This is an optimization exercise on Yosys and OpenROAD, whose aim is small area, not a production implementation.
In this exercise RTL edits were held to simulation tests only and were not proved equivalent to the original.
Power and IR drop assume default switching activity. The clock port is modelled as an ideal driver; clocking choices that lean on that would not hold on a real chip.

==> design/flow/design.v <==
package tpu_pkg;
  localparam int TPU_N      = 8;
  localparam int TPU_DATA_W = 16;
  typedef enum logic {COLLECT, FULL} gather_state_t;
endpackage
module gather_lane
#(
  parameter int N      = tpu_pkg::TPU_N,
  parameter int DATA_W = tpu_pkg::TPU_DATA_W,
  parameter int CW     = $clog2(N + 1)
) (
  input  logic                     clk,
  input  logic                     reset,
  input  logic                     zero,       
  input  logic                     take,       
  input  logic [DATA_W-1:0]        data,
  output logic                     lane_full,  
  output logic                     overrun,
  output logic [N-1:0][DATA_W-1:0] elems
);
  logic [CW-1:0] cnt;
  logic          acc;
  assign acc       = take && !cnt[CW-1];
  assign overrun   = take && cnt[CW-1];
  assign lane_full = cnt[CW-1];
  always_ff @(posedge clk) begin
    if (reset || zero) cnt <= '0;
    else if (acc)      cnt <= cnt + CW'(1);
  end
  always_ff @(posedge clk) begin
    if (acc) elems <= {data, elems[N-1:1]};
  end
endmodule
module output_gather
#(
  parameter int N      = tpu_pkg::TPU_N,
  parameter int DATA_W = tpu_pkg::TPU_DATA_W
) (
  input  logic                  clk,
  input  logic                  reset,
  input  logic                  clear,
  input  logic [N-1:0]          lane_valid,
  input  logic [N*DATA_W-1:0]   lane_data,
  output logic                  in_ready,
  output logic                  mat_valid,
  input  logic                  mat_ready,
  output logic [N*N*DATA_W-1:0] c_mat,
  output logic                  err
);
  logic                             full;    
  logic                             zero;
  logic [N-1:0]                     take;
  logic [N-1:0]                     lane_full_now;
  logic [N-1:0]                     overrun;
  logic [N-1:0][N-1:0][DATA_W-1:0]  lane_elems;
  assign in_ready  = !full;
  assign mat_valid = full;
  assign zero      = clear || (full && mat_ready);
  assign take      = lane_valid & {N{!full && !clear}};
  gather_lane #(.N(N), .DATA_W(DATA_W)) u_lane [N-1:0] (
    .clk       (clk),
    .reset     (reset),
    .zero      (zero),
    .take      (take),
    .data      (lane_data),
    .lane_full (lane_full_now),
    .overrun   (overrun),
    .elems     (lane_elems)
  );
  for (genvar c = 0; c < N; c++) begin : g_col
    for (genvar r = 0; r < N; r++) begin : g_row
      assign c_mat[(r*N+c)*DATA_W +: DATA_W] = lane_elems[c][r];
    end
  end
  assign full = &lane_full_now;
  always_ff @(posedge clk) begin
    if (reset) err <= 1'b0;
    else if (!clear && ((|overrun) || ((|lane_valid) && full)))
      err <= 1'b1;
  end
endmodule
==> design/flow/flow/run.sh <==
#!/bin/bash
# Standard ORFS layout, with the smallest buffer on the ports and no CTS dummy loads.
set -euo pipefail
export BUFFER_PORTS_ARGS="-buffer_cell sky130_fd_sc_hd__buf_1"
export CTS_ARGS="-sink_clustering_enable -repair_clock_nets -dont_use_dummy_load -buf_list sky130_fd_sc_hd__clkbuf_16 -sink_clustering_size 32 -sink_clustering_max_diameter 100 -sink_clustering_levels 2"
bash standard.sh > standard.log 2>&1
==> design/flow/standard.sh <==
#!/bin/bash
# synth_recipe.tcl (not shown) runs the flow's synth.tcl, then flattens the netlist and writes it again
# the make line also repeats each setting of config.mk as NAME=value (left out here)
make -C /OpenROAD-flow-scripts/flow DESIGN_CONFIG=/design/flow/config.mk WORK_HOME=/design/flow/orfs CLKGATE_MAP_FILE= SYNTH_SCRIPT=/design/flow/synth_recipe.tcl "${@:-finish}"
==> design/flow/config.mk <==
export PLATFORM = sky130hd
export DESIGN_NAME = output_gather
export DESIGN_NICKNAME = output_gather
export VERILOG_FILES = /design/flow/design.v
export SDC_FILE = /design/flow/constraint.sdc
export NUM_CORES = 4
export LEC_CHECK = 0
export CAP_MARGIN = 20
export CORE_AREA = 10 10 410 410
export DIE_AREA = 0 0 420 420
export SLEW_MARGIN = 20
==> design/flow/constraint.sdc <==
create_clock -name core_clock -period 5.0 [get_ports {clk}]
set_input_delay 1.0000 -clock core_clock [delete_from_list [all_inputs] [get_ports {clk}]]
set_output_delay 1.0000 -clock core_clock [all_outputs]
set_load 0.01 [all_outputs]
==> impl_metrics.csv, run 1 <==
group,metric,value,unit
worst_setup_path,rrSetupSlack,2980,ps
placed_design,dp.cells,4446,
drt,drt-pass1-iter-count,5,
yosys,syn_inst,1165,
timing,timing.fmax,0.340,GHz
drt,num_vias,17000,
drt,ant_nets,0,
final_layout,final_util,25.8,%
placed_design,place_congestion,0.905,
grt,overflow,0,
final_layout,nets,2570,
timing,finalHoldViolCount,0,
grt,grtUsageTotal,12.6,%
grt,grt_pass1_wl,153000,um
timing,timing_worst_slew_pin_value,1090,ps
yosys,yosys_warnings,2,
timing,fin_worst_skew,89.6,ps
timing,finalCritPeriodShare,58.8,%
yosys,synthesis.area,32300,sq um
yosys,synth_nets,1313,
clock_tree,cts_buffers,45,
clock_tree,cts-hold-fix-buffers,0,
worst_setup_path,cp-end-kind,"primary output",
grt,antenna_found_initial,37,
clock_tree,clock-sinks,1057,
power,p_per_area,372,nW/um^2
die,num_io_pins,1167,
final_layout,n_fill_cell,16200,
clock_tree,ctsRootBufferMaster,"clkbuf_16",
final_layout,syn_to_final_growth,26.7,%
worst_setup_path,worstSetupPathType,"reg -> out",
grt,met2_usage,22.3,%
final_layout,final_cell_mix,"buf_1, edfxtp_1, clkbuf_16",
placed_design,portBuffers,1166,
clock_tree,worst_skew_pair.late_latency,650,ps
grt,grt_max_degree,130,
final_layout,fin_cells,4497,
worst_setup_path,worst_ep_arrival_time,1940,ps
placed_design,dp_hpwl,100000,um
worst_setup_path,startpoint_type,"flip-flop",
final_layout,regArea,31400,sq um
worst_setup_path,critPathMaxFanout,5,
final_layout,stdcell_area,40900,sq um
timing,period_needed,2940,ps
clock_tree,clockBufferDepth,3,
grt,met1_usage,15.2,%
clock_tree,post_cts_buffers,0,
clock_tree,clk_pin_slew,120,ps
worst_setup_path,required,4000,ps
die,rows,146,
clock_tree,cts_resized,0,
yosys,yosysUniqueCellTypes,24,
timing,setup_viol,0,
yosys,syn-mean-instance-area,27.7,sq um
die,die_w,420,um
final_layout,drive_gt1_share,4.38,%
die,fp.dieArea,176000,sq um
worst_setup_path,crit_start,"u_lane[0].cnt[3]$_SDFFE_PP0P_",
timing,finalMaxSlewViolations,0,
worst_hold_path,min_from,"u_lane[0].elems[117]$_DFFE_PP_",
job,cap_violations,0,
drt,route.detailed.drc,0,
final_layout,final_common_cell,"buf_1",
drt,drtIter0Drc,1844,
drt,drt-vias-per-instance,3.77,
timing,rsz0062_at_grt,"false",
clock_tree,tritoncts,"built",
placed_design,dpl_cell_area,39700,sq um
yosys,ys_seq_area_share,97.4,%
die,die_y,420,um
power,vdd_drop_max,318,uV
grt,grt_use_met3,3.56,%
worst_hold_path,worstHoldPathType,"reg -> reg",
final_layout,multi_input_area,805,sq um
drt,wl,121000,um
yosys,synth_seq_cells,1057,
power,leakage,12.4,nW
drt,routedWlPerCell,26.9,um
grt,grt_pass1_vias,16300,
die,initial_core_util,20.3,%
timing,slew_headroom,27.0,%
worst_setup_path,r2r_start,"u_lane[3].cnt[3]$_SDFFE_PP0P_",
die,core-area,159000,sq um
grt,grt_busiest_layer,"met2",
clock_tree,htreeDepth,2,
status,status,"finished clean",
final timing paths:
| kind | endpoint | cells after the start |
|---|---|---|
| min | u_lane[0].elems[101]$_DFFE_PP_ | 0 |
| min reg2reg | u_lane[0].elems[101]$_DFFE_PP_ | 0 |
| max reg2reg | u_lane[3].elems[23]$_DFFE_PP_ | 2 |
| max | in_ready | 4 |
flip-flops by register name, summed over array words and instances (netlist names):
name and flops:
err 1, u_lane.cnt 32, u_lane.elems 1024
layer usage:
layer / share of wire [%] / vias to the layer above
met1: 37 / 8782
li1: - / 7142
met3: 9.2 / 117
met2: 52 / 903
met5: 0.084 / -
met4: 1.9 / 16
power breakdown:
group	internal [W]	leakage, nW	switching [W]
registers	0.0101	9.88	0.000232
logic	0.000191	1.94	0.000572
clock network	0.00162	0.555	0.00252
critical path, cell delays in order, from the launching register on:
cell	delay (ps)
dfxtp_1	470
nand4_1	160
nor2_2	250
inv_1	170
buf_1	240
through the flow:
| step | setup slack (ps) | power (W) | setup TNS [ps] | hold slack, ps |
|---|---|---|---|---|
| after global routing | 1900 | 0.0157 | 0 | 398 |
| after global placement | 1440 | 0.0113 | 0 | 427 |
| after CTS | 1900 | 0.0154 | 0 | 392 |
| after detailed placement | 1680 | 0.0113 | 0 | 430 |
| after floorplan | -67.7 | 0.0107 | -526 | 479 |
| final | 2060 | 0.0152 | 0 | 383 |
cells in the mapped netlist:
cell type  instances  area [sq um]
mux2i_1            8          80.1
a211o_4            1          17.5
nor4_1             2          12.5
xor2_1             8          70.1
nand2_1            8          30.0
nor3b_4            7           131
a41oi_1            8          70.1
buf_6              4          45.0
nand3_1            1          5.00
nor3b_2            1          12.5
nor2_1            30           113
a222oi_1           1          10.0
o22ai_1            1          6.26
nand4_1            2          12.5
dfxtp_1           33           661
ha_1               8           100
a22oi_1            2          15.0
a311o_1            1          10.0
inv_1              2          7.51
nor2_2             3          18.8
edfxtp_1        1024         30700
xnor2_1            8          70.1
nor2b_1            1          6.26
a211oi_1           1          7.51
cell families after synthesis:
group / synth area share, %
xor gates and xnor gates: 0.434
muxes: 0.248
and+or+nand+nor: 1.06
buffers and inverters: 0.163
adders and majority gates: 0.310
AOI/OAI and AO/OA: 0.423
DFF: 97.4
area by class of cell:
type,instances,area share [%]
sequential,1057,76.8
timing repair buffer,1214,12.1
tap,2072,6.34
clock buffer,45,2.75
multi-input combinational,102,1.97
antenna,5,0.0306
inverter,2,0.0184
==> inputs of run 2 (changes only) <==
==> design/flow/flow/run.sh (replaced) <==
#!/bin/bash
# Standard ORFS layout, with the smallest buffer on the ports and no CTS dummy loads.
set -euo pipefail
export BUFFER_PORTS_ARGS="-buffer_cell sky130_fd_sc_hd__buf_1"
export CTS_ARGS="-sink_clustering_enable -repair_clock_nets -dont_use_dummy_load -buf_list sky130_fd_sc_hd__clkbuf_16 -sink_clustering_size 28 -sink_clustering_max_diameter 100"
bash standard.sh > standard.log 2>&1
==> run 2 against run 1 <==
  * Clock power increased by 5%
  * Fmax increased by 0.26%
  * Sequential share of layout area decreased by 0.19 points
  * First-iteration DRC count increased by 9.5%
==> impl_metrics.csv, run 2 <==
group,metric,value,unit
die,die_w,420,um
worst_setup_path,startpoint_type,"flip-flop",
die,rows,146,
clock_tree,cts_resized,0,
final_layout,syn_to_final_growth,27.1,%
drt,num_vias,17000,
timing,rsz0062_at_grt,"false",
yosys,synthesis.area,32300,sq um
drt,route.detailed.drc,0,
timing,setup_viol,0,
yosys,synth_common_cells,"edfxtp_1, dfxtp_1, nor2_1",
drt,drtIter0Drc,2019,
die,fp.dieArea,176000,sq um
clock_tree,ctsRootBufferMaster,"clkbuf_16",
timing,timing_worst_slew_pin_value,1100,ps
power,p_per_area,376,nW/um^2
yosys,synth_seq_cells,1057,
yosys,yosysMostFrequentCell,"edfxtp_1",
status,status,"finished clean",
drt,routedWlPerCell,26.9,um
grt,grt_pass1_wl,153000,um
worst_setup_path,crit_family,"flip-flops",
final_layout,final_cell_mix,"buf_1, edfxtp_1, clkbuf_16",
drt,drt-pass1-iter-count,5,
worst_setup_path,worst_ep_arrival_time,1930,ps
die,die_y,420,um
timing,fin_worst_skew,85.0,ps
drt,drt-vias-per-instance,3.77,
job,cap_violations,0,
die,core-area,159000,sq um
worst_setup_path,cp.depth,4,
worst_setup_path,cp-end-kind,"primary output",
final_layout,n_fill_cell,16200,
timing,timing.fmax,0.341,GHz
timing,period_needed,2930,ps
timing,tns,0,ps
worst_setup_path,critPathMaxFanout,5,
yosys,syn_inst,1165,
yosys,synth_largest_area_cell,"edfxtp_1",
yosys,yosysUniqueCellTypes,24,
clock_tree,htreeDepth,2,
grt,grtUsageTotal,12.6,%
placed_design,portBuffers,1166,
power,total_power,0.0154,W
clock_tree,cts-hold-fix-buffers,0,
clock_tree,clock-sinks,1057,
grt,grt_max_degree,130,
yosys,synth_nets,1313,
clock_tree,clk_pin_slew,100,ps
yosys,synth.top_cell.area_share,95.3,%
die,initial_core_util,20.3,%
worst_hold_path,worstHoldPathType,"reg -> reg",
clock_tree,cts_buffers,49,
timing,finalHoldViolCount,0,
clock_tree,clockBufferDepth,3,
power,vdd_drop_max,316,uV
timing,finalMaxSlewViolations,0,
worst_setup_path,reg2regPathDepth,2,
clock_tree,worst_skew_pair.late_latency,660,ps
grt,overflow,0,
worst_setup_path,worstSetupPathType,"reg -> out",
placed_design,dp_hpwl,100000,um
final_layout,largest_reg_flops,1024,
placed_design,place_congestion,0.905,
final_layout,final_common_cell,"buf_1",
worst_setup_path,rrSetupSlack,2980,ps
worst_setup_path,worstPathCellList,"nand4_1, nor2_2, inv_1, buf_1",
worst_setup_path,worstPathBufferInverterCount,2,
yosys,yosys_warnings,2,
drt,ant_nets,0,
yosys,ys_seq_area_share,97.4,%
yosys,synth_ff_type,"edfxtp_1",
final_layout,regArea,31400,sq um
worst_setup_path,required,4000,ps
yosys,syn-mean-instance-area,27.7,sq um
grt,grt_pass1_vias,16400,
worst_setup_path,cp_slowest_cell,"dfxtp_1",
final_layout,largestRegisters,"u_lane.elems (1024), u_lane.cnt (32), err (1)",
yosys,ys_top_cells_by_area,"edfxtp_1, dfxtp_1, nor3b_4",
timing,holdWs,397,ps
clock_tree,post_cts_buffers,0,
yosys,synth-edff-count,1024,
final_layout,regMostFlops,"u_lane.elems",
final_layout,multi_input_area,805,sq um
final_layout,drive_gt1_share,4.54,%
die,num_io_pins,1167,
timing,finalCritPeriodShare,58.7,%
clock_tree,tritoncts,"built",
grt,antenna_found_initial,37,
timing,slew_headroom,26.4,%
worst_setup_path,cp_slowest_stage_delay,460,ps
worst_hold_path,holdPathStages,0,
final_layout,nets,2574,
power,leakage,12.4,nW
yosys,async_flop_share,0,%
drt,wl,121000,um
-- run 2: worst register-to-register path: stages (launching register included) --
cell and delay, ps:
dfxtp_1 380, nor3b_4 920, buf_12 390
-- run 2: area by class of cell --
| cell class | instances | area share [%] |
|---|---|---|
| Antenna cell | 6 | 0.0366 |
| Multi-Input combinational cell | 102 | 1.96 |
| Sequential cell | 1057 | 76.6 |
| Clock buffer | 49 | 2.99 |
| Inverter | 2 | 0.0183 |
| Timing Repair Buffer | 1214 | 12.0 |
| Tap cell | 2072 | 6.32 |
-- run 2: logic make-up after synthesis --
family	count (synthesis)	synth area share, %
fa+ha+maj	8	0.310
xor+xnor	16	0.434
mux	8	0.248
flops	1057	97.4
simple gates	55	1.06
compound gates	15	0.423
buf+inv	6	0.163
-- run 2: routing by layer --
layer	up-vias	GRT usage [%]	share of wire, %
li1	7148	-	-
met1	8832	15.4	37
met2	883	22.3	52
met3	116	3.39	9.0
met4	14	2.66	1.9
met5	-	0	0.072
-- run 2: stage by stage --
| step | utilization (%) | worst slack, ps | cells | instance area [sq um] |
|---|---|---|---|---|
| final | 25.8 | 2070 | 4502 | 41000 |
| after detailed placement | 25.0 | 1680 | 4446 | 39700 |
| after global placement | 25.0 | 1440 | 4445 | 39700 |
| after CTS | 25.8 | 1910 | 4495 | 41000 |
| after floorplan | - | -67.7 | 1165 | 32300 |
| after global routing | 25.8 | 1900 | 4496 | 41000 |
-- run 2: power by group --
part	internal [W]	switching, W
clock	0.00175	0.00258
combinational	0.000191	0.000572
sequential	0.0101	0.000234
total	0.0120	0.00338
-- run 2: worst paths after layout --
path                                 startpoint                             end
setup / recovery  u_lane[0].cnt[3]$_SDFFE_PP0P_                        in_ready
hold / removal    u_lane[6].elems[59]$_DFFE_PP_   u_lane[6].elems[43]$_DFFE_PP_
setup reg to reg  u_lane[3].cnt[3]$_SDFFE_PP0P_  u_lane[3].elems[112]$_DFFE_PP_
hold reg to reg   u_lane[6].elems[59]$_DFFE_PP_   u_lane[6].elems[43]$_DFFE_PP_
==> inputs of run 3 (changes only) <==
--- a/design/flow/config.mk
+++ b/design/flow/config.mk
@@ -7,5 +7,5 @@
 export LEC_CHECK = 0
-export CAP_MARGIN = 20
+export CAP_MARGIN = 0
 export CORE_AREA = 10 10 410 410
 export DIE_AREA = 0 0 420 420
-export SLEW_MARGIN = 20
+export SLEW_MARGIN = 0
==> run 3 against run 2 <==
  * Combinational power down 0.5%
  * Cell area down 0.18%
  * Fmax down 1.2%
  * Routed wire length about the same
  * Synthesized cell count unchanged
  * Utilization about the same
  * Via count about the same
  * Clock-buffer cell count down 1
  * Critical path depth unchanged
  * Die area unchanged
  * Sequential power about the same
  * Flip-flop and latch count unchanged
==> impl_metrics.csv, run 3 <==
group,metric,value,unit
timing,finalMaxSlewViolations,0,
die,die_y,420,um
grt,antenna_found_initial,35,
yosys,async_flop_share,0,%
final_layout,final_cell_mix,"buf_1, edfxtp_1, clkbuf_16",
drt,routedWlPerCell,26.9,um
grt,grt_busiest_layer,"met2",
power,leakage,12.4,nW
placed_design,dp_hpwl,100000,um
clock_tree,clockBufferDepth,3,
drt,drt-vias-per-instance,3.78,
grt,grt_use_met3,3.49,%
placed_design,dp_slack,1430,ps
timing,rsz0062_at_grt,"false",
timing,tns,0,ps
worst_setup_path,cp_slowest_cell,"dfxtp_1",
yosys,synth_ff_type,"edfxtp_1",
timing,timing.fmax,0.337,GHz
worst_setup_path,required,4000,ps
worst_setup_path,crit_family,"flip-flops",
clock_tree,tritoncts,"built",
die,core-area,159000,sq um
yosys,ys_seq_area_share,97.4,%
clock_tree,cts-hold-fix-buffers,0,
final_layout,n_fill_cell,16200,
final_layout,largestRegisters,"u_lane.elems (1024), u_lane.cnt (32), err (1)",
clock_tree,post_cts_buffers,0,
timing,fin_worst_skew,73.8,ps
grt,met2_usage,22.4,%
worst_hold_path,worstHoldPathType,"reg -> reg",
status,status,"finished clean",
placed_design,place_congestion,0.905,
grt,met1_usage,15.2,%
yosys,syn-mean-instance-area,27.7,sq um
timing,finalCritPeriodShare,59.4,%
drt,drt-pass1-iter-count,6,
clock_tree,cts_buffers,48,
power,p_per_area,375,nW/um^2
grt,overflow,0,
worst_setup_path,cp_slowest_stage_delay,460,ps
timing,period_needed,2970,ps
clock_tree,worst_skew_pair.late_latency,640,ps
die,initial_core_util,20.3,%
clock_tree,clk_pin_slew,110,ps
timing,setup_viol,0,
grt,grt_pass1_vias,16500,
grt,grt_pass1_wl,153000,um
die,die_w,420,um
clock_tree,htreeDepth,2,
yosys,syn_inst,1165,
timing,slew_headroom,15.0,%
yosys,synth.top_cell.area_share,95.3,%
yosys,synth_seq_cells,1057,
final_layout,largest_reg_flops,1024,
drt,drtIter0Drc,1950,
power,vdd_drop_max,249,uV
yosys,yosysUniqueCellTypes,24,
final_layout,syn_to_final_growth,26.8,%
worst_setup_path,worst_ep_arrival_time,1970,ps
timing,timing_worst_slew_pin_value,1270,ps
timing,fin_ws,2030,ps
worst_setup_path,worstPathCellList,"nand4_1, nor2_2, inv_1, buf_1",
yosys,synth_nets,1313,
final_layout,nets,2571,
yosys,yosysMostFrequentCell,"edfxtp_1",
worst_setup_path,cp-end-kind,"primary output",
yosys,synthesis.area,32300,sq um
yosys,synth-edff-count,1024,
power,total_power,0.0154,W
final_layout,final_common_cell,"buf_1",
final_layout,drive_gt1_share,4.38,%
placed_design,dp.cells,4445,
worst_setup_path,rrSetupSlack,2750,ps
grt,grtUsageTotal,12.6,%
final_layout,fin_cells,4496,
drt,num_vias,17000,
job,cap_violations,0,
die,rows,146,
clock_tree,ctsRootBufferMaster,"clkbuf_16",
worst_setup_path,worstPathBufferInverterCount,2,
worst_setup_path,worstSetupPathType,"reg -> out",
worst_setup_path,critPathMaxFanout,5,
placed_design,portBuffers,1166,
yosys,ys_top_cells_by_area,"edfxtp_1, dfxtp_1, nor3b_4",
yosys,yosys_warnings,2,
clock_tree,clock-sinks,1057,
worst_setup_path,startpoint_type,"flip-flop",
yosys,synth_common_cells,"edfxtp_1, dfxtp_1, nor2_1",
clock_tree,cts_resized,0,
drt,ant_nets,0,
drt,wl,121000,um
timing,finalHoldViolCount,0,
final_layout,regMostFlops,"u_lane.elems",
grt,grt_max_degree,130,
yosys,synth_largest_area_cell,"edfxtp_1",
die,fp.dieArea,176000,sq um
drt,route.detailed.drc,0,
die,num_io_pins,1167,
## run 3: cell counts after synthesis
Identical to the previous run, type by type.
## run 3: cell type report
| cell class | instances | area [sq um] | area share [%] |
|---|---|---|---|
| antenna | 3 | 7.51 | 0.0183 |
| tap | 2072 | 2590 | 6.34 |
| inverter | 2 | 7.51 | 0.0183 |
| multi-input combinational | 102 | 805 | 1.97 |
| sequential | 1057 | 31400 | 76.8 |
| clock buffer | 48 | 1200 | 2.94 |
| timing repair buffer | 1212 | 4900 | 12.0 |
## run 3: power breakdown
group,internal (W),switching [W],total [W]
Combinational,0.000188,0.000571,0.000759
Sequential,0.0101,0.000233,0.0103
Clock,0.00172,0.00257,0.00429
## run 3: worst paths after layout
| path | start | to | depth (start not counted) |
|---|---|---|---|
| setup / recovery | u_lane[0].cnt[3]$_SDFFE_PP0P_ | in_ready | 4 |
| setup reg to reg | u_lane[1].cnt[3]$_SDFFE_PP0P_ | u_lane[1].elems[70]$_DFFE_PP_ | 2 |
| hold reg to reg | u_lane[6].elems[59]$_DFFE_PP_ | u_lane[6].elems[43]$_DFFE_PP_ | 0 |
| hold / removal | u_lane[6].elems[59]$_DFFE_PP_ | u_lane[6].elems[43]$_DFFE_PP_ | 0 |
## run 3: stage by stage
step / area (sq um) / hold WS (ps) / utilization (%)
2_1_floorplan: 32300 / 479 / -
3_3_place_gp: 39700 / 427 / 25.0
3_5_place_dp: 39700 / 430 / 25.0
4_1_cts: 40900 / 380 / 25.8
5_1_grt: 40900 / 387 / 25.8
6_report: 40900 / 375 / 25.8
## run 3: cells by family (layout without fill, tap and decap cells)
group,Yosys count,after routing,share of synthesized area [%]
other,0,3,0
buffers and inverters,6,1262,0.163
multiplexers,8,8,0.248
flip-flops,1057,1057,97.4
XOR/XNOR,16,16,0.434
adder cells (fa/ha/maj),8,8,0.310
AO/OA/AOI/OAI,15,15,0.423
AND/OR/NAND/NOR,55,55,1.06
## run 3: metal layers
| metal | share of wire [%] | vias up |
|---|---|---|
| met3 | 8.6 | 146 |
| met5 | 0.083 | - |
| met2 | 52 | 850 |
| met4 | 1.9 | 16 |
| li1 | - | 7148 |
| met1 | 38 | 8827 |
## run 3: worst reg2reg max path, stage by stage, from the launching register on
cell     delay [ps]
dfxtp_1         380
nor3b_4        1040
buf_4           490
==> inputs of run 4 (changes only) <==
--- a/design/flow/config.mk
+++ b/design/flow/config.mk
@@ -7,5 +7,6 @@
 export LEC_CHECK = 0
-export CAP_MARGIN = 0
+export CAP_MARGIN = 10
 export CORE_AREA = 10 10 410 410
 export DIE_AREA = 0 0 420 420
-export SLEW_MARGIN = 0
+export GPL_TIMING_DRIVEN = 0
+export SLEW_MARGIN = 10
==> run 4 against run 3 <==
  * Register-to-register slack lost 430 ps
  * Synthesized area stayed put
  * Largest cell class unchanged
  * Via count grew 0.49%
  * Non-clock buffer count increased by 27
  * Routed wire length grew 0.46%
  * Flip-flop and latch count unchanged
==> impl_metrics.csv, run 4 <==
group,metric,value,unit
yosys,yosys_warnings,2,
worst_hold_path,worstHoldPathType,"reg -> reg",
die,initial_core_util,20.3,%
yosys,synth_ff_type,"edfxtp_1",
worst_setup_path,startpoint_type,"flip-flop",
drt,num_vias,17100,
timing,timing_worst_slew_pin_value,885,ps
yosys,synthesis.area,32300,sq um
yosys,yosysMostFrequentCell,"edfxtp_1",
clock_tree,cts_resized,0,
yosys,syn_inst,1165,
worst_hold_path,holdPathStages,0,
final_layout,regArea,31400,sq um
worst_setup_path,worstSetupPathType,"reg -> out",
timing,rsz0062_at_grt,"false",
placed_design,place_congestion,0.929,
final_layout,final_cell_mix,"buf_1, edfxtp_1, buf_8",
worst_setup_path,critPathMaxFanout,5,
grt,antenna_found_initial,45,
worst_setup_path,cp_slowest_stage_delay,440,ps
timing,setup_viol,0,
final_layout,largest_reg_flops,1024,
clock_tree,cts_buffers,52,
placed_design,dp_hpwl,102000,um
power,total_power,0.0156,W
yosys,synth-edff-count,1024,
worst_setup_path,worstPathCellList,"nand4_1, nor2_2, inv_1, buf_1",
die,core-area,159000,sq um
yosys,ys_top_cells_by_area,"edfxtp_1, dfxtp_1, nor3b_4",
clock_tree,tritoncts,"built",
yosys,yosysUniqueCellTypes,24,
timing,timing.fmax,0.331,GHz
power,vdd_drop_max,289,uV
drt,wl_met2,62200,um
drt,wl_met1,43800,um
clock_tree,clock-sinks,1057,
status,status,"finished clean",
worst_setup_path,cp_slowest_cell,"dfxtp_1",
yosys,synth_common_cells,"edfxtp_1, dfxtp_1, nor2_1",
worst_hold_path,min_to,"u_lane[3].elems[103]$_DFFE_PP_",
timing,holdWs,384,ps
worst_setup_path,worst_ep_arrival_time,2020,ps
drt,wl,122000,um
die,rows,146,
worst_setup_path,rrSetupSlack,2320,ps
clock_tree,worst_skew_pair.late_latency,690,ps
die,die_w,420,um
final_layout,final_common_cell,"buf_1",
grt,overflow,0,
drt,drt-pass1-iter-count,5,
final_layout,largestRegisters,"u_lane.elems (1024), u_lane.cnt (32), err (1)",
worst_hold_path,min_from,"u_lane[3].elems[119]$_DFFE_PP_",
final_layout,syn_to_final_growth,29.4,%
grt,grt_pass1_vias,16700,
drt,drtIter0Drc,1784,
final_layout,nets,2602,
clock_tree,ctsRootBufferMaster,"clkbuf_16",
timing,finalCritPeriodShare,60.5,%
clock_tree,cts-hold-fix-buffers,0,
grt,grt_max_degree,29,
die,fp.dieArea,176000,sq um
timing,period_needed,3020,ps
job,cap_violations,0,
power,p_per_area,374,nW/um^2
worst_setup_path,required,4000,ps
timing,finalHoldViolCount,0,
yosys,synth_largest_area_cell,"edfxtp_1",
clock_tree,post_cts_buffers,0,
yosys,syn-mean-instance-area,27.7,sq um
clock_tree,clk_pin_slew,100,ps
timing,slew_headroom,41.0,%
drt,top_layer,"met5",
yosys,ys_seq_area_share,97.4,%
drt,drt-vias-per-instance,3.76,
yosys,async_flop_share,0,%
worst_setup_path,cp-end-kind,"primary output",
grt,grt_pass1_wl,155000,um
final_layout,n_fill_cell,16100,
power,leakage,12.7,nW
worst_setup_path,regToRegEndpoint,"u_lane[5].elems[15]$_DFFE_PP_",
drt,route.detailed.drc,0,
die,num_io_pins,1167,
grt,grtUsageTotal,12.7,%
final_layout,drive_gt1_share,5.59,%
placed_design,portBuffers,1166,
drt,ant_nets,0,
clock_tree,clockBufferDepth,3,
final_layout,multi_input_area,805,sq um
die,die_y,420,um
final_layout,regMostFlops,"u_lane.elems",
clock_tree,htreeDepth,2,
worst_setup_path,reg2regPathDepth,8,
drt,wl_met3,12800,um
yosys,synth.top_cell.area_share,95.3,%
timing,fin_worst_skew,123,ps
timing,finalMaxSlewViolations,0,
worst_setup_path,r2r_start,"u_lane[5].cnt[3]$_SDFFE_PP0P_",
drt,routedWlPerCell,26.8,um
yosys,synth_seq_cells,1057,
yosys,synth_nets,1313,
run 4: changes by cell type in the layout (fill, tap and decap cells not counted), sizes merged:
cell / change
buf: +27
clkbuf: +4
diode: +9
run 4: final cells by class:
cell class | instances | area share (%)
Antenna cell | 12 | 0.0719
Buffer | 4 | 0.108
Clock buffer | 52 | 3.12
Inverter | 2 | 0.0180
Multi-Input combinational cell | 102 | 1.93
Sequential cell | 1057 | 75.2
Tap cell | 2072 | 6.21
Timing Repair Buffer | 1235 | 13.3
run 4: metrics by stage:
step	worst slack [ps]	cells	instance area [sq um]	utilization, %	TNS, ps
floorplan	-67.7	1165	32300	-	-526
global placement	-2490	4403	39200	24.7	-1955190
detailed placement	1320	4472	40400	25.5	0
CTS	1840	4524	41700	26.3	0
global route	1810	4527	41700	26.3	0
finish	1980	4536	41700	26.3	0
run 4: power by group:
group	internal (W)	total [W]	switching (W)
logic	0.000241	0.000824	0.000584
registers	0.0101	0.0103	0.000229
clock network	0.00185	0.00451	0.00266
total	0.0122	0.0156	0.00348
run 4: worst max-delay path: cells and delay by family (launching register included):
| family | cells | cell delay (ps) |
|---|---|---|
| buffers and inverters | 2 | 460 |
| AND/OR/NAND/NOR | 2 | 430 |
| flip-flops | 1 | 440 |
run 4: per-layer routing:
| metal | vias up | GRT usage, % |
|---|---|---|
| met5 | - | 0 |
| met4 | 20 | 2.77 |
| met3 | 133 | 4.13 |
| met2 | 879 | 22.3 |
| met1 | 8807 | 15.2 |
| li1 | 7232 | - |
run 4: how the worst max path moves through the flow:
stage	slack [ps]	from	end
finish	1980	u_lane[2].cnt[3]$_SDFFE_PP0P_	in_ready
detailed placement	1320	clear	u_lane[5].elems[0]$_DFFE_PP_
CTS	1840	u_lane[2].cnt[3]$_SDFFE_PP0P_	in_ready
global route	1810	u_lane[2].cnt[3]$_SDFFE_PP0P_	in_ready
global placement	-2490	clear	u_lane[0].elems[106]$_DFFE_PP_
floorplan	-70	clear	u_lane[0].cnt[2]$_SDFFE_PP0P_
run 4: cells by family (layout without fill, tap and decap cells):
group,count (synthesis),in the layout,synth area share (%)
other,0,12,0
buffers and inverters,6,1293,0.163
adder cells (fa/ha/maj),8,8,0.310
multiplexers,8,8,0.248
AO/OA/AOI/OAI,15,15,0.423
AND/OR/NAND/NOR,55,55,1.06
XOR/XNOR,16,16,0.434
flip-flops,1057,1057,97.4
==> inputs of run 5 (changes only) <==
--- a/design/flow/config.mk
+++ b/design/flow/config.mk
@@ -10,3 +10,2 @@
 export DIE_AREA = 0 0 420 420
-export GPL_TIMING_DRIVEN = 0
 export SLEW_MARGIN = 10
==> run 5 against run 4 <==
  * Non-clock buffer count shrank 26
  * First-iteration DRC count is 11% higher
  * Sequential share of layout area increased by 1.4 points
  * Utilization is 0.48 points lower
  * Critical path type unchanged
  * Critical endpoint unchanged
==> impl_metrics.csv, run 5 <==
group,metric,value,unit
timing,slew_headroom,24.6,%
final_layout,final_util,25.8,%
clock_tree,worst_skew_pair.late_latency,660,ps
yosys,synth_ff_type,"edfxtp_1",
die,num_io_pins,1167,
final_layout,nets,2573,
worst_setup_path,r2r_start,"u_lane[3].cnt[3]$_SDFFE_PP0P_",
power,p_per_area,376,nW/um^2
timing,timing_worst_slew_pin_value,1130,ps
clock_tree,clockBufferDepth,3,
yosys,synth_seq_cells,1057,
drt,ant_nets,0,
drt,routedWlPerCell,26.9,um
yosys,synth_largest_area_cell,"edfxtp_1",
timing,period_needed,2930,ps
drt,drt-pass1-iter-count,5,
worst_setup_path,rrSetupSlack,3010,ps
drt,drt-vias-per-instance,3.78,
clock_tree,cts_buffers,49,
worst_setup_path,crit_family,"flip-flops",
yosys,ys_seq_area_share,97.4,%
drt,num_vias,17000,
drt,wl_met1,44900,um
worst_setup_path,worstPathCellList,"nand4_1, nor2_2, inv_1, buf_1",
yosys,yosysMostFrequentCell,"edfxtp_1",
worst_hold_path,worstHoldPathType,"reg -> reg",
clock_tree,tritoncts,"built",
yosys,synth_common_cells,"edfxtp_1, dfxtp_1, nor2_1",
die,rows,146,
final_layout,largestRegisters,"u_lane.elems (1024), u_lane.cnt (32), err (1)",
power,vdd_drop_max,321,uV
die,initial_core_util,20.3,%
job,cap_violations,0,
clock_tree,clock-sinks,1057,
drt,route.detailed.drc,0,
clock_tree,htreeDepth,2,
yosys,synthesis.area,32300,sq um
power,switching_share,22.0,%
final_layout,drive_gt1_share,4.46,%
yosys,yosys_warnings,2,
grt,grt_max_degree,130,
final_layout,regMostFlops,"u_lane.elems",
worst_setup_path,worst_ep_arrival_time,1930,ps
power,clkPwrFrac,28.1,%
drt,wl_met3,11200,um
clock_tree,ctsRootBufferMaster,"clkbuf_16",
yosys,synth.top_cell.area_share,95.3,%
worst_setup_path,cp_slowest_cell,"dfxtp_1",
worst_setup_path,worstPathBufferInverterCount,2,
placed_design,portBuffers,1166,
placed_design,dpl_cell_area,39700,sq um
yosys,syn_inst,1165,
final_layout,final_common_cell,"buf_1",
drt,wl,121000,um
die,core-area,159000,sq um
worst_hold_path,holdPathStages,0,
power,comb_power_share,4.9,%
worst_setup_path,cp_slowest_stage_delay,460,ps
status,status,"finished clean",
final_layout,final_cell_mix,"buf_1, edfxtp_1, clkbuf_16",
worst_setup_path,regToRegEndpoint,"u_lane[3].elems[112]$_DFFE_PP_",
placed_design,dp.cells,4446,
timing,timing.fmax,0.341,GHz
clock_tree,clk_pin_slew,100,ps
worst_setup_path,worstSetupPathType,"reg -> out",
worst_hold_path,min_to,"u_lane[6].elems[43]$_DFFE_PP_",
timing,finalHoldViolCount,0,
worst_setup_path,reg2regPathDepth,2,
power,p_seq_share,66.9,%
worst_setup_path,critPathMaxFanout,5,
power,p_switching,0.00338,W
timing,setup_viol,0,
worst_setup_path,cp-end-kind,"primary output",
timing,finalCritPeriodShare,58.7,%
drt,top_layer,"met5",
yosys,ys_top_cells_by_area,"edfxtp_1, dfxtp_1, nor3b_4",
clock_tree,post_cts_buffers,0,
timing,rsz0062_at_grt,"false",
grt,grt_pass1_wl,153000,um
placed_design,dp_hpwl,100000,um
clock_tree,cts-hold-fix-buffers,0,
yosys,synth-edff-count,1024,
timing,finalMaxSlewViolations,0,
die,die_w,420,um
yosys,synth_nets,1313,
drt,wl_met2,62600,um
final_layout,largest_reg_flops,1024,
final_layout,syn_to_final_growth,27.0,%
power,p_int,0.0120,W
grt,antenna_found_initial,38,
yosys,async_flop_share,0,%
grt,grt_pass1_vias,16400,
drt,drtIter0Drc,1985,
clock_tree,cts_resized,0,
yosys,yosysUniqueCellTypes,24,
final_layout,stdcell_area,41000,sq um
grt,overflow,0,
worst_hold_path,min_from,"u_lane[6].elems[59]$_DFFE_PP_",
yosys,syn-mean-instance-area,27.7,sq um
final_layout,fin_cells,4500,
worst_setup_path,required,4000,ps
power,leakage,12.4,nW
power,total_power,0.0154,W
timing,fin_worst_skew,84.6,ps
worst_setup_path,startpoint_type,"flip-flop",
placed_design,place_congestion,0.905,
die,fp.dieArea,176000,sq um
grt,grtUsageTotal,12.6,%
die,die_y,420,um
[run 5: changes by cell type in the layout (fill, tap and decap cells not counted), sizes merged]
cell    change
diode       -7
buf        -26
clkbuf      -3
[run 5: cells by family (layout without fill, tap and decap cells)]
logic type | after synthesis | after routing | share of synthesized area (%)
AOI/OAI and AO/OA | 15 | 15 | 0.423
xor gates and xnor gates | 16 | 16 | 0.434
adders and majority gates | 8 | 8 | 0.310
buffers and inverters | 6 | 1264 | 0.163
DFF | 1057 | 1057 | 97.4
muxes | 8 | 8 | 0.248
other | 0 | 5 | 0
and+or+nand+nor | 55 | 55 | 1.06
[run 5: layout make-up]
class / instances / area [sq um]
well taps: 2072 / 2590
flip-flops and latches: 1057 / 31400
diodes: 5 / 12.5
multi-input cells: 102 / 805
inverters: 2 / 7.51
clock buffers: 49 / 1230
repair buffers: 1213 / 4920
fillers: 16200 / 118000
[run 5: worst max path at each step]
stage	end	slack, ps	from	cells after the start
floorplan	u_lane[0].cnt[2]$_SDFFE_PP0P_	-70	clear	5
finish	in_ready	2070	u_lane[0].cnt[3]$_SDFFE_PP0P_	4
global route	in_ready	1900	u_lane[0].cnt[3]$_SDFFE_PP0P_	4
CTS	in_ready	1910	u_lane[0].cnt[3]$_SDFFE_PP0P_	4
detailed placement	u_lane[5].elems[0]$_DFFE_PP_	1680	clear	3
global placement	u_lane[1].elems[109]$_DFFE_PP_	1440	clear	3
[run 5: power by group through the flow]
stage	registers, W	logic, W	clock network [W]
floorplan	0.0106	0.000143	0
global placement	0.0105	0.000781	0
detailed placement	0.0105	0.000789	0
CTS	0.0103	0.000790	0.00448
global route	0.0103	0.000815	0.00475
finish	0.0103	0.000762	0.00433
[run 5: metrics by stage]
stage	setup WS, ps	setup TNS, ps	hold slack [ps]
2_1_floorplan	-67.7	-526	479
3_3_place_gp	1440	0	427
3_5_place_dp	1680	0	430
4_1_cts	1910	0	401
5_1_grt	1900	0	409
6_report	2070	0	397
[run 5: per-layer routing]
metal	GRT usage, %	vias up
met5	0	-
met4	2.66	14
met3	3.39	116
met2	22.3	938
met1	15.4	8793
li1	-	7147
[run 5: worst reg2reg max path: stages, from the launching register on]
cell     delay [ps]
dfxtp_1         380
nor3b_4         890
buf_12          380
==> inputs of run 6 (changes only) <==
==> design/flow/flow/run.sh (replaced) <==
#!/bin/bash
# Standard ORFS layout, with the smallest buffer on the ports and no CTS dummy loads.
set -euo pipefail
export BUFFER_PORTS_ARGS="-buffer_cell sky130_fd_sc_hd__buf_1"
export CTS_ARGS="-sink_clustering_enable -repair_clock_nets -dont_use_dummy_load -buf_list sky130_fd_sc_hd__clkbuf_16 -sink_clustering_size 32 -sink_clustering_max_diameter 60"
bash standard.sh > standard.log 2>&1
--- a/design/flow/config.mk
+++ b/design/flow/config.mk
@@ -7,5 +7,6 @@
 export LEC_CHECK = 0
-export CAP_MARGIN = 10
+export CAP_MARGIN = 20
 export CORE_AREA = 10 10 410 410
 export DIE_AREA = 0 0 420 420
-export SLEW_MARGIN = 10
+export PLACE_DENSITY = 0.9
+export SLEW_MARGIN = 20
==> run 6 against run 5 <==
  * Clock-buffer cell count increased by 31
  * Routed wire length up 17%
  * Worst hold slack better by 5.5 ps
  * Largest power group unchanged
  * First-iteration DRC count is 20% higher
  * Clock skew grew 36 ps
  * Largest cell class unchanged
  * Utilization grew 0.33 points
==> impl_metrics.csv, run 6 <==
group,metric,value,unit
worst_hold_path,min_from,"u_lane[4].elems[90]$_DFFE_PP_",
worst_setup_path,regToRegEndpoint,"u_lane[4].elems[90]$_DFFE_PP_",
die,die_y,420,um
clock_tree,tritoncts,"built",
grt,overflow,0,
worst_setup_path,critPathMaxFanout,5,
grt,met2_usage,24.3,%
placed_design,dp_hpwl,118000,um
worst_setup_path,required,4000,ps
final_layout,regMostFlops,"u_lane.elems",
die,rows,146,
die,die_w,420,um
timing,setup_viol,0,
final_layout,n_fill_cell,15900,
clock_tree,cts-hold-fix-buffers,0,
die,core-area,159000,sq um
worst_setup_path,rrSetupSlack,2880,ps
clock_tree,worst_skew_pair.late_latency,700,ps
yosys,yosys_warnings,2,
power,p_int,0.0131,W
final_layout,final_common_cell,"buf_1",
final_layout,largest_reg_flops,1024,
worst_setup_path,startpoint_type,"flip-flop",
power,total_power,0.0168,W
yosys,synth_nets,1313,
final_layout,syn_to_final_growth,28.7,%
yosys,ys_seq_area_share,97.4,%
clock_tree,clockBufferDepth,3,
clock_tree,cts_resized,0,
job,cap_violations,0,
power,comb_power_share,4.6,%
yosys,async_flop_share,0,%
drt,route.detailed.drc,0,
yosys,yosysUniqueCellTypes,24,
clock_tree,cts_buffers,80,
timing,finalCritPeriodShare,67.2,%
power,p_per_area,404,nW/um^2
drt,routedWlPerCell,31.5,um
clock_tree,clock-sinks,1057,
yosys,synth.top_cell.area_share,95.3,%
clock_tree,clk_pin_slew,80,ps
clock_tree,post_cts_buffers,0,
timing,timing_worst_slew_pin_value,1220,ps
status,status,"finished clean",
yosys,yosysMostFrequentCell,"edfxtp_1",
drt,ant_nets,0,
placed_design,place_congestion,1.01,
timing,slew_headroom,17.9,%
timing,period_needed,3360,ps
worst_setup_path,worst_ep_arrival_time,2360,ps
die,initial_core_util,20.3,%
grt,grt_pass1_vias,17200,
worst_hold_path,holdPathStages,0,
worst_setup_path,crit_start,"u_lane[3].cnt[3]$_SDFFE_PP0P_",
power,p_seq_share,61.7,%
clock_tree,htreeDepth,3,
yosys,syn_inst,1165,
final_layout,drive_gt1_share,4.69,%
timing,finalMaxSlewViolations,0,
yosys,synth_largest_area_cell,"edfxtp_1",
power,p_switching,0.00372,W
timing,timing.fmax,0.298,GHz
worst_setup_path,worstSetupPathType,"reg -> out",
die,fp.dieArea,176000,sq um
power,switching_share,22.2,%
power,clkPwrFrac,33.6,%
yosys,synth_ff_type,"edfxtp_1",
grt,grt_max_degree,133,
final_layout,final_cell_mix,"buf_1, edfxtp_1, clkbuf_16",
worst_setup_path,reg2regPathDepth,2,
clock_tree,ctsRootBufferMaster,"clkbuf_16",
die,num_io_pins,1167,
yosys,synthesis.area,32300,sq um
worst_setup_path,r2r_start,"u_lane[4].cnt[3]$_SDFFE_PP0P_",
yosys,synth_seq_cells,1057,
yosys,synth-edff-count,1024,
power,vdd_drop_max,305,uV
yosys,syn-mean-instance-area,27.7,sq um
timing,finalHoldViolCount,0,
drt,drtIter0Drc,2379,
power,leakage,12.6,nW
drt,drt-pass1-iter-count,5,
grt,antenna_found_initial,26,
drt,drt-vias-per-instance,4.00,
worst_hold_path,worstHoldPathType,"reg -> reg",
timing,holdWs,402,ps
timing,rsz0062_at_grt,"false",
final_layout,nets,2579,
grt,grtUsageTotal,15.0,%
yosys,ys_top_cells_by_area,"edfxtp_1, dfxtp_1, nor3b_4",
grt,grt_pass1_wl,176000,um
worst_setup_path,cp-end-kind,"primary output",
grt,met1_usage,18.7,%
grt,grt_busiest_layer,"met2",
grt,grt_use_met3,5.71,%
drt,wl,142000,um
final_layout,largestRegisters,"u_lane.elems (1024), u_lane.cnt (32), err (1)",
placed_design,portBuffers,1166,
drt,num_vias,18100,
yosys,synth_common_cells,"edfxtp_1, dfxtp_1, nor2_1",
worst_hold_path,min_to,"u_lane[4].elems[74]$_DFFE_PP_",
timing,fin_worst_skew,121,ps
[run 6: cell count changes in the layout (fill, tap and decap cells not counted)]
| cell | change |
|---|---|
| buf_4 | -21 |
| clkbuf_16 | +31 |
| buf_8 | +1 |
| buf_12 | -4 |
| diode_2 | +2 |
| buf_16 | -1 |
[run 6: per-stage QoR]
step / cells / instance area [sq um] / utilization (%) / setup WS (ps) / setup TNS, ps
2_1_floorplan: 1165 / 32300 / - / -67.7 / -526
6_report: 4508 / 41500 / 26.1 / 1640 / 0
3_5_place_dp: 4420 / 39500 / 24.9 / 1590 / 0
3_3_place_gp: 4420 / 39500 / 24.9 / 1590 / 0
4_1_cts: 4500 / 41500 / 26.1 / 1340 / 0
5_1_grt: 4503 / 41500 / 26.1 / 1390 / 0
[run 6: layout make-up]
type | instances | area, sq um | area share (%)
tap | 2072 | 2590 | 6.25
clock buffer | 80 | 2000 | 4.82
timing repair buffer | 1188 | 4670 | 11.3
multi-input combinational | 102 | 805 | 1.94
antenna | 7 | 17.5 | 0.0422
sequential | 1057 | 31400 | 75.7
inverter | 2 | 7.51 | 0.0181
[run 6: power groups by stage]
stage               logic [W]  clock network [W]  registers, W
floorplan            0.000143                  0        0.0106
global placement     0.000793                  0        0.0105
detailed placement   0.000800                  0        0.0105
CTS                  0.000801            0.00582        0.0104
global route         0.000823            0.00607        0.0104
finish               0.000776            0.00565        0.0104
[run 6: worst max path at each step]
stage and endpoint:
5_1_grt mat_valid, 2_1_floorplan u_lane[0].cnt[2]$_SDFFE_PP0P_, 3_5_place_dp u_lane[2].elems[15]$_DFFE_PP_, 4_1_cts mat_valid
3_3_place_gp u_lane[2].elems[101]$_DFFE_PP_, 6_report mat_valid
[run 6: logic make-up (layout without fill, tap and decap cells)]
| group | count (synthesis) | count (layout) | synth area share [%] |
|---|---|---|---|
| XOR/XNOR | 16 | 16 | 0.434 |
| adder cells (fa/ha/maj) | 8 | 8 | 0.310 |
| flip-flops | 1057 | 1057 | 97.4 |
| buffers and inverters | 6 | 1270 | 0.163 |
| multiplexers | 8 | 8 | 0.248 |
| AND/OR/NAND/NOR | 55 | 55 | 1.06 |
| AO/OA/AOI/OAI | 15 | 15 | 0.423 |
| other | 0 | 7 | 0 |
[run 6: worst max-delay path, stage by stage, from the launching register on]
cell	delay [ps]
dfxtp_1	480
nand4_1	300
nor2_2	390
buf_1	530
[run 6: layer usage]
metal	share of wire, %	vias to the layer above	wire length (um)
li1	-	7177	-
met3	12	167	16800
met5	0.0070	-	10
met1	38	9348	53500
met4	2.6	2	3750
met2	48	1356	68100
==> inputs of run 7 (changes only) <==
--- a/design/flow/config.mk
+++ b/design/flow/config.mk
@@ -10,3 +10,3 @@
 export DIE_AREA = 0 0 420 420
-export PLACE_DENSITY = 0.9
+export PLACE_DENSITY = 0.8
 export SLEW_MARGIN = 20
==> run 7 against run 6 <==
  * Still clean on timing, DRC and antenna
  * Cell area about the same
  * Final cell count is essentially flat
  * Via count shrank 0.11%
  * Non-clock buffer count is 3 lower
  * Global-route usage decreased by 0.37 points
  * Synthesized cell count did not move
  * Synthesized area unchanged
  * Clock skew down 16 ps
  * Die area did not move
  * Clock-buffer cell count is 1 higher
  * Fmax increased by 8.4%
  * Flip-flop and latch count unchanged
==> impl_metrics.csv, run 7 <==
group,metric,value,unit
status,status,"finished clean",
drt,wl,139000,um
clock_tree,post_cts_buffers,0,
yosys,synth_seq_cells,1057,
yosys,yosysMostFrequentCell,"edfxtp_1",
yosys,synth_nets,1313,
grt,met1_usage,18.2,%
die,die_w,420,um
grt,met2_usage,23.6,%
yosys,ys_top_cells_by_area,"edfxtp_1, dfxtp_1, nor3b_4",
timing,fin_ws,1900,ps
final_layout,regMostFlops,"u_lane.elems",
grt,grt_pass1_wl,172000,um
final_layout,fin_cells,4507,
yosys,syn_inst,1165,
yosys,async_flop_share,0,%
yosys,ys_seq_area_share,97.4,%
final_layout,syn_to_final_growth,28.7,%
final_layout,final_cell_mix,"buf_1, edfxtp_1, clkbuf_16",
timing,setup_viol,0,
drt,drt-vias-per-instance,4.00,
drt,drtIter0Drc,2395,
power,p_per_area,405,nW/um^2
placed_design,place_congestion,0.966,
clock_tree,cts_buffers,81,
timing,tns,0,ps
timing,finalCritPeriodShare,62.0,%
worst_setup_path,crit_start,"u_lane[7].cnt[3]$_SDFFE_PP0P_",
die,core-area,159000,sq um
timing,finalMaxSlewViolations,0,
grt,grt_use_met3,5.70,%
clock_tree,clk_pin_slew,110,ps
grt,overflow,0,
grt,antenna_found_initial,33,
placed_design,dp_hpwl,114000,um
die,initial_core_util,20.3,%
die,num_io_pins,1167,
clock_tree,tritoncts,"built",
timing,period_needed,3100,ps
grt,grt_busiest_layer,"met2",
worst_hold_path,min_from,"u_lane[3].elems[89]$_DFFE_PP_",
timing,timing.fmax,0.323,GHz
placed_design,portBuffers,1166,
drt,route.detailed.drc,0,
yosys,yosys_warnings,2,
job,cap_violations,0,
worst_setup_path,r2r_start,"u_lane[3].cnt[3]$_SDFFE_PP0P_",
clock_tree,htreeDepth,3,
worst_hold_path,worstHoldPathType,"reg -> reg",
final_layout,largestRegisters,"u_lane.elems (1024), u_lane.cnt (32), err (1)",
timing,rsz0062_at_grt,"false",
clock_tree,clock-sinks,1057,
worst_setup_path,cp-end-kind,"primary output",
timing,slew_headroom,17.7,%
drt,routedWlPerCell,30.8,um
worst_setup_path,worst_ep_arrival_time,2100,ps
final_layout,drive_gt1_share,4.61,%
worst_setup_path,worstSetupPathType,"reg -> out",
timing,fin_worst_skew,104,ps
worst_setup_path,required,4000,ps
power,leakage,12.6,nW
final_layout,nets,2577,
worst_setup_path,startpoint_type,"flip-flop",
placed_design,dp_slack,1790,ps
yosys,yosysUniqueCellTypes,24,
yosys,synth.top_cell.area_share,95.3,%
grt,grt_max_degree,133,
yosys,synthesis.area,32300,sq um
grt,grt_pass1_vias,17100,
yosys,synth-edff-count,1024,
die,fp.dieArea,176000,sq um
power,vdd_drop_max,295,uV
timing,finalHoldViolCount,0,
worst_setup_path,critPathMaxFanout,5,
drt,ant_nets,0,
final_layout,n_fill_cell,16000,
grt,grtUsageTotal,14.7,%
drt,drt-pass1-iter-count,7,
yosys,synth_ff_type,"edfxtp_1",
yosys,synth_largest_area_cell,"edfxtp_1",
clock_tree,cts_resized,0,
placed_design,dp.cells,4418,
die,rows,146,
die,die_y,420,um
drt,num_vias,18000,
final_layout,largest_reg_flops,1024,
final_layout,final_common_cell,"buf_1",
clock_tree,worst_skew_pair.late_latency,700,ps
yosys,syn-mean-instance-area,27.7,sq um
clock_tree,clockBufferDepth,3,
clock_tree,ctsRootBufferMaster,"clkbuf_16",
timing,timing_worst_slew_pin_value,1230,ps
yosys,synth_common_cells,"edfxtp_1, dfxtp_1, nor2_1",
final_layout,final_util,26.1,%
clock_tree,cts-hold-fix-buffers,0,
==> run 7: worst max-delay path: stages (launching register included) <==
cell,delay [ps]
dfxtp_1,480
nand4_1,250
nor2_2,470
inv_1,70
buf_1,150
==> run 7: path summary, 6_finish.rpt <==
check | to | slack [ps] | cells past startpoint
hold reg to reg | u_lane[3].elems[73]$_DFFE_PP_ | 380 | 0
setup reg to reg | u_lane[3].elems[34]$_DFFE_PP_ | 2840 | 2
setup / recovery | in_ready | 1900 | 4
hold / removal | u_lane[3].elems[73]$_DFFE_PP_ | 380 | 0
==> run 7: through the flow <==
stage                     cell area (sq um)  hold WS [ps]  total power [W]
final                                 41500           382           0.0168
after global routing                  41500           369           0.0173
after CTS                             41500           367           0.0170
after detailed placement              39500           429           0.0113
after global placement                39500           428           0.0113
after floorplan                       32300           479           0.0107
==> run 7: cell type report <==
cell class | instances | area (sq um) | area share [%]
multi-input cells | 102 | 805 | 1.94
diodes | 8 | 20.0 | 0.0482
well taps | 2072 | 2590 | 6.25
clock buffers | 81 | 2030 | 4.88
repair buffers | 1185 | 4640 | 11.2
flip-flops and latches | 1057 | 31400 | 75.7
inverters | 2 | 7.51 | 0.0181
==> run 7: cells by family (layout without fill, tap and decap cells) <==
group,after synthesis,after routing,share of synthesized area [%]
and+or+nand+nor,55,55,1.06
buffers and inverters,6,1268,0.163
adders and majority gates,8,8,0.310
other,0,8,0
muxes,8,8,0.248
xor gates and xnor gates,16,16,0.434
AOI/OAI and AO/OA,15,15,0.423
DFF,1057,1057,97.4
==> run 7: power breakdown <==
part | switching, W | leakage, nW | internal [W]
Sequential | 0.000286 | 9.88 | 0.0101
Combinational | 0.000592 | 1.76 | 0.000170
Clock | 0.00284 | 0.998 | 0.00285
==> run 7: metal layers <==
| layer | vias up | part of all wire (%) |
|---|---|---|
| li1 | 7176 | - |
| met1 | 9461 | 38 |
| met2 | 1213 | 48 |
| met3 | 170 | 11 |
| met4 | 10 | 2.7 |
| met5 | - | 0.041 |
==> inputs of run 8 (changes only) <==
==> design/flow/flow/run.sh (replaced) <==
#!/bin/bash
# Standard ORFS layout, with the smallest buffer on the ports and no CTS dummy loads.
set -euo pipefail
export BUFFER_PORTS_ARGS="-buffer_cell sky130_fd_sc_hd__buf_1"
export CTS_ARGS="-sink_clustering_enable -repair_clock_nets -dont_use_dummy_load -buf_list sky130_fd_sc_hd__clkbuf_16 -sink_clustering_size 30 -sink_clustering_max_diameter 115"
bash standard.sh > standard.log 2>&1
--- a/design/flow/config.mk
+++ b/design/flow/config.mk
@@ -7,6 +7,5 @@
 export LEC_CHECK = 0
-export CAP_MARGIN = 20
+export CAP_MARGIN = 10
 export CORE_AREA = 10 10 410 410
 export DIE_AREA = 0 0 420 420
-export PLACE_DENSITY = 0.8
-export SLEW_MARGIN = 20
+export SLEW_MARGIN = 10
==> run 8 against run 7 <==
  * Register-to-register slack better by 160 ps
  * Setup slack better by 170 ps
  * Clock power is 27% lower
  * Die area stayed put
  * First-iteration DRC count is 25% lower
  * Critical path type unchanged
  * Final cell count is 0.29% lower
  * Worst hold slack better by 8.5 ps
  * Cell area is 1.6% lower
  * Critical path depth stayed put
  * Utilization is 0.41 points lower
  * Highest routed layer unchanged
  * Clock skew is 25 ps lower
==> impl_metrics.csv, run 8 <==
group,metric,value,unit
status,status,"finished clean",
placed_design,portBuffers,1166,
timing,fin_ws,2070,ps
drt,ant_nets,0,
final_layout,largestRegisters,"u_lane.elems (1024), u_lane.cnt (32), err (1)",
placed_design,place_congestion,0.905,
yosys,yosysMostFrequentCell,"edfxtp_1",
clock_tree,ctsRootBufferMaster,"clkbuf_16",
timing,timing_worst_slew_pin_value,1130,ps
timing,finalMaxSlewViolations,0,
die,num_io_pins,1167,
die,core-area,159000,sq um
final_layout,syn_to_final_growth,26.6,%
die,rows,146,
power,leakage,12.3,nW
yosys,synth_largest_area_cell,"edfxtp_1",
final_layout,n_fill_cell,16200,
yosys,ys_top_cells_by_area,"edfxtp_1, dfxtp_1, nor3b_4",
worst_setup_path,rrSetupSlack,3000,ps
final_layout,final_util,25.7,%
yosys,synth_ff_type,"edfxtp_1",
grt,grtUsageTotal,12.6,%
grt,grt_pass1_wl,153000,um
worst_setup_path,cp-end-kind,"primary output",
worst_setup_path,required,4000,ps
timing,timing.fmax,0.342,GHz
drt,route.detailed.drc,0,
drt,wl,121000,um
job,cap_violations,0,
clock_tree,tritoncts,"built",
clock_tree,cts_resized,0,
yosys,yosysUniqueCellTypes,24,
timing,fin_worst_skew,79.0,ps
final_layout,final_cell_mix,"buf_1, edfxtp_1, clkbuf_16",
clock_tree,clk_pin_slew,110,ps
final_layout,regMostFlops,"u_lane.elems",
yosys,synth_seq_cells,1057,
clock_tree,cts_buffers,44,
placed_design,dp_slack,1680,ps
power,p_per_area,372,nW/um^2
yosys,ys_seq_area_share,97.4,%
die,initial_core_util,20.3,%
worst_setup_path,r2r_start,"u_lane[0].cnt[3]$_SDFFE_PP0P_",
final_layout,drive_gt1_share,4.26,%
worst_setup_path,worstSetupPathType,"reg -> out",
grt,grt_pass1_vias,16300,
final_layout,nets,2568,
drt,drtIter0Drc,1797,
grt,antenna_found_initial,39,
grt,grt_max_degree,130,
timing,rsz0062_at_grt,"false",
final_layout,largest_reg_flops,1024,
clock_tree,cts-hold-fix-buffers,0,
worst_setup_path,worst_ep_arrival_time,1930,ps
yosys,async_flop_share,0,%
worst_setup_path,startpoint_type,"flip-flop",
yosys,synthesis.area,32300,sq um
timing,finalCritPeriodShare,58.6,%
timing,finalHoldViolCount,0,
drt,drt-pass1-iter-count,5,
yosys,yosys_warnings,2,
clock_tree,worst_skew_pair.late_latency,640,ps
yosys,synth_nets,1313,
timing,holdWs,390,ps
worst_setup_path,critPathMaxFanout,5,
timing,period_needed,2930,ps
worst_hold_path,worstHoldPathType,"reg -> reg",
drt,num_vias,17000,
grt,overflow,0,
clock_tree,htreeDepth,2,
worst_setup_path,regToRegEndpoint,"u_lane[0].elems[14]$_DFFE_PP_",
final_layout,final_common_cell,"buf_1",
clock_tree,clockBufferDepth,3,
timing,slew_headroom,25.0,%
yosys,syn_inst,1165,
yosys,synth.top_cell.area_share,95.3,%
yosys,synth_common_cells,"edfxtp_1, dfxtp_1, nor2_1",
clock_tree,clock-sinks,1057,
timing,setup_viol,0,
worst_setup_path,setup.worst_path.end,"in_ready",
die,die_w,420,um
drt,drt-vias-per-instance,3.78,
die,fp.dieArea,176000,sq um
clock_tree,post_cts_buffers,0,
yosys,synth-edff-count,1024,
worst_setup_path,reg2regPathDepth,2,
placed_design,dp_hpwl,100000,um
worst_setup_path,crit_start,"u_lane[0].cnt[3]$_SDFFE_PP0P_",
drt,routedWlPerCell,26.9,um
yosys,syn-mean-instance-area,27.7,sq um
power,vdd_drop_max,313,uV
die,die_y,420,um
run 8: critical path, cell delays in order, from the launching register on:
cell and delay (ps):
dfxtp_1 460, nand4_1 160, nor2_2 250, inv_1 170, buf_1 240
run 8: worst min path at each step:
stage | slack, ps | from | endpoint | depth (start not counted)
6_report | 390 | u_lane[6].elems[59]$_DFFE_PP_ | u_lane[6].elems[43]$_DFFE_PP_ | 0
5_1_grt | 410 | u_lane[6].elems[59]$_DFFE_PP_ | u_lane[6].elems[43]$_DFFE_PP_ | 0
4_1_cts | 400 | u_lane[6].elems[59]$_DFFE_PP_ | u_lane[6].elems[43]$_DFFE_PP_ | 0
3_5_place_dp | 430 | u_lane[3].elems[79]$_DFFE_PP_ | u_lane[3].elems[63]$_DFFE_PP_ | 0
3_3_place_gp | 430 | u_lane[7].elems[25]$_DFFE_PP_ | u_lane[7].elems[9]$_DFFE_PP_ | 0
2_1_floorplan | 480 | u_lane[0].cnt[2]$_SDFFE_PP0P_ | u_lane[0].cnt[2]$_SDFFE_PP0P_ | 2
run 8: layer usage:
| metal | GRT usage (%) | vias up | routed length (um) |
|---|---|---|---|
| met3 | 3.52 | 113 | 10900 |
| met4 | 2.60 | 14 | 2190 |
| met1 | 15.2 | 8854 | 45200 |
| li1 | - | 7134 | - |
| met5 | 0 | - | 87 |
| met2 | 22.4 | 866 | 62700 |
run 8: stage by stage:
| step | TNS, ps | total power [W] | std cells | area (sq um) |
|---|---|---|---|---|
| floorplan | -526 | 0.0107 | 1165 | 32300 |
| global placement | 0 | 0.0113 | 4445 | 39700 |
| detailed placement | 0 | 0.0113 | 4446 | 39700 |
| CTS | 0 | 0.0154 | 4490 | 40800 |
| global route | 0 | 0.0157 | 4490 | 40800 |
| finish | 0 | 0.0152 | 4494 | 40900 |
run 8: final cells by class:
class                      instances  area [sq um]  area share (%)
sequential                      1057         31400            76.9
antenna                            4          10.0          0.0245
tap                             2072          2590            6.35
clock buffer                      44          1100            2.70
multi-input combinational        102           805            1.97
inverter                           2          7.51          0.0184
timing repair buffer            1213          4920            12.1
run 8: cell families after synthesis:
group	Yosys count	share of synthesized area, %
AND/OR/NAND/NOR	55	1.06
adder cells (fa/ha/maj)	8	0.310
flip-flops	1057	97.4
multiplexers	8	0.248
buffers and inverters	6	0.163
XOR/XNOR	16	0.434
AO/OA/AOI/OAI	15	0.423
run 8: report_power, final:
group          switching, W  leakage [nW]  internal [W]
Combinational      0.000573          1.93      0.000190
Clock               0.00253         0.542       0.00159
Sequential         0.000232          9.88        0.0101
==> inputs of run 9 (changes only) <==
==> design/flow/flow/run.sh (replaced) <==
#!/bin/bash
# Standard ORFS layout, with the smallest buffer on the ports and no CTS dummy loads.
set -euo pipefail
export BUFFER_PORTS_ARGS="-buffer_cell sky130_fd_sc_hd__buf_1"
export CTS_ARGS="-sink_clustering_enable -repair_clock_nets -dont_use_dummy_load -buf_list sky130_fd_sc_hd__clkbuf_16 -sink_clustering_size 30 -sink_clustering_max_diameter 130"
bash standard.sh > standard.log 2>&1
==> run 9 against run 8 <==
  * Clock skew shrank 27 ps
  * Synthesized cell count unchanged
  * Setup slack better by 10 ps
  * Sequential share of layout area up 0.090 points
  * Synthesized area unchanged
  * Highest routed layer unchanged
  * Worst hold slack better by 31 ps
  * First-iteration DRC count rose by 0.50%
  * Cell area decreased by 0.12%
  * Still clean on timing, DRC and antenna
  * Combinational power about the same
  * Clock power is 1% lower
  * Critical endpoint unchanged
  * Final cell count about the same
  * Via count barely moved
==> impl_metrics.csv, run 9 <==
group,metric,value,unit
worst_setup_path,critPathMaxFanout,5,
final_layout,final_common_cell,"buf_1",
yosys,synth_seq_cells,1057,
final_layout,regMostFlops,"u_lane.elems",
grt,grt_pass1_wl,153000,um
drt,route.detailed.drc,0,
clock_tree,tritoncts,"built",
worst_setup_path,crit_family,"flip-flops",
yosys,synth.top_cell.area_share,95.3,%
power,p_seq_share,68.1,%
power,p_per_area,371,nW/um^2
yosys,ys_top_cells_by_area,"edfxtp_1, dfxtp_1, nor3b_4",
yosys,syn_inst,1165,
placed_design,place_congestion,0.905,
grt,grt_use_met3,3.57,%
power,comb_power_share,5.0,%
power,p_switching,0.00335,W
timing,rsz0062_at_grt,"false",
timing,finalMaxSlewViolations,0,
die,core-area,159000,sq um
die,die_w,420,um
worst_setup_path,cp-end-kind,"primary output",
final_layout,n_fill_cell,16200,
worst_setup_path,worstPathBufferInverterCount,2,
grt,met1_usage,15.2,%
yosys,async_flop_share,0,%
final_layout,regArea,31400,sq um
worst_setup_path,rrSetupSlack,2960,ps
power,total_power,0.0151,W
worst_setup_path,worstPathCellList,"nand4_1, nor2_2, inv_1, buf_1",
grt,grt_pass1_vias,16300,
final_layout,final_cell_mix,"buf_1, edfxtp_1, clkbuf_16",
timing,fin_worst_skew,51.9,ps
grt,antenna_found_initial,38,
final_layout,drive_gt1_share,4.18,%
grt,grtUsageTotal,12.7,%
worst_setup_path,regToRegEndpoint,"u_lane[4].elems[42]$_DFFE_PP_",
yosys,synth_largest_area_cell,"edfxtp_1",
drt,drt-pass1-iter-count,5,
yosys,synthesis.area,32300,sq um
clock_tree,clockBufferDepth,3,
yosys,syn-mean-instance-area,27.7,sq um
worst_setup_path,startpoint_type,"flip-flop",
drt,wl,121000,um
status,status,"finished clean",
placed_design,portBuffers,1166,
drt,drtIter0Drc,1806,
job,cap_violations,0,
worst_setup_path,cp.depth,4,
## run 9: cell counts after synthesis
No cell type changed its count.
## run 9: how the worst min path moves through the flow
stage | end | from | slack, ps
floorplan | u_lane[0].cnt[2]$_SDFFE_PP0P_ | u_lane[0].cnt[2]$_SDFFE_PP0P_ | 480
global placement | u_lane[7].elems[9]$_DFFE_PP_ | u_lane[7].elems[25]$_DFFE_PP_ | 430
detailed placement | u_lane[3].elems[63]$_DFFE_PP_ | u_lane[3].elems[79]$_DFFE_PP_ | 430
CTS | u_lane[3].elems[63]$_DFFE_PP_ | u_lane[3].elems[79]$_DFFE_PP_ | 430
global route | u_lane[3].elems[63]$_DFFE_PP_ | u_lane[3].elems[79]$_DFFE_PP_ | 440
finish | u_lane[0].elems[54]$_DFFE_PP_ | u_lane[0].elems[70]$_DFFE_PP_ | 420
## run 9: per-stage QoR
step | utilization, % | worst slack [ps] | instance area (sq um) | setup TNS, ps | std cells
floorplan | - | -67.7 | 32300 | -526 | 1165
global placement | 25.0 | 1440 | 39700 | 0 | 4445
detailed placement | 25.0 | 1680 | 39700 | 0 | 4446
CTS | 25.7 | 1920 | 40800 | 0 | 4488
global route | 25.7 | 1900 | 40800 | 0 | 4488
finish | 25.7 | 2080 | 40800 | 0 | 4493
## run 9: cell type report
type | count | area share [%]
inverter | 2 | 0.0184
clock buffer | 42 | 2.58
antenna | 5 | 0.0307
multi-input combinational | 102 | 1.97
sequential | 1057 | 77.0
tap | 2072 | 6.35
timing repair buffer | 1213 | 12.1
## run 9: power groups by stage
stage               sequential, W  combinational (W)  clock [W]
finish                     0.0103           0.000763    0.00406
global route               0.0103           0.000815    0.00447
CTS                        0.0103           0.000790    0.00423
detailed placement         0.0105           0.000789          0
global placement           0.0105           0.000781          0
floorplan                  0.0106           0.000143          0
## run 9: kinds of logic (layout without fill, tap and decap cells)
| logic type | after synthesis | in the layout | synth area share [%] |
|---|---|---|---|
| AO/OA/AOI/OAI | 15 | 15 | 0.423 |
| XOR/XNOR | 16 | 16 | 0.434 |
| adder cells (fa/ha/maj) | 8 | 8 | 0.310 |
| buffers and inverters | 6 | 1257 | 0.163 |
| flip-flops | 1057 | 1057 | 97.4 |
| multiplexers | 8 | 8 | 0.248 |
| other | 0 | 5 | 0 |
| AND/OR/NAND/NOR | 55 | 55 | 1.06 |
## run 9: per-layer routing
metal	up-vias	routed length, um
met3	113	10900
met2	910	62800
met1	8829	45500
met4	14	2200
li1	7130	-
met5	-	87

## what the ideal ports hide
Ports are ideal in the flow. The routed layouts listed here were re-timed in OpenROAD. Step 1, drivers: a clkbuf_16 drives clk and a buf_2 each remaining input, both assumed. Step 2 also shifts input and output timing later by t, the mid clock arrival at the registers, as if the neighbouring blocks saw the same clock. Three values: ideal, step 1, step 2; two values: the first two.
run	t, ns	setup WS [ns]
run 1	0.691	2.060 / 1.973 / 1.822
run 2	0.700	2.067 / 1.986 / 1.847
run 3	0.695	2.032 / 1.951 / 1.516
run 4	0.711	1.975 / 1.896 / 1.299
run 5	0.700	2.066 / 1.984 / 1.640
run 6	0.720	1.640 / 1.570 / 1.691
run 7	0.729	1.902 / 1.829 / 1.744
run 8	0.686	2.072 / 1.990 / 1.661
run 9	0.696	2.082 / 1.999 / 1.654
After both steps setup and hold are still met in every run listed.
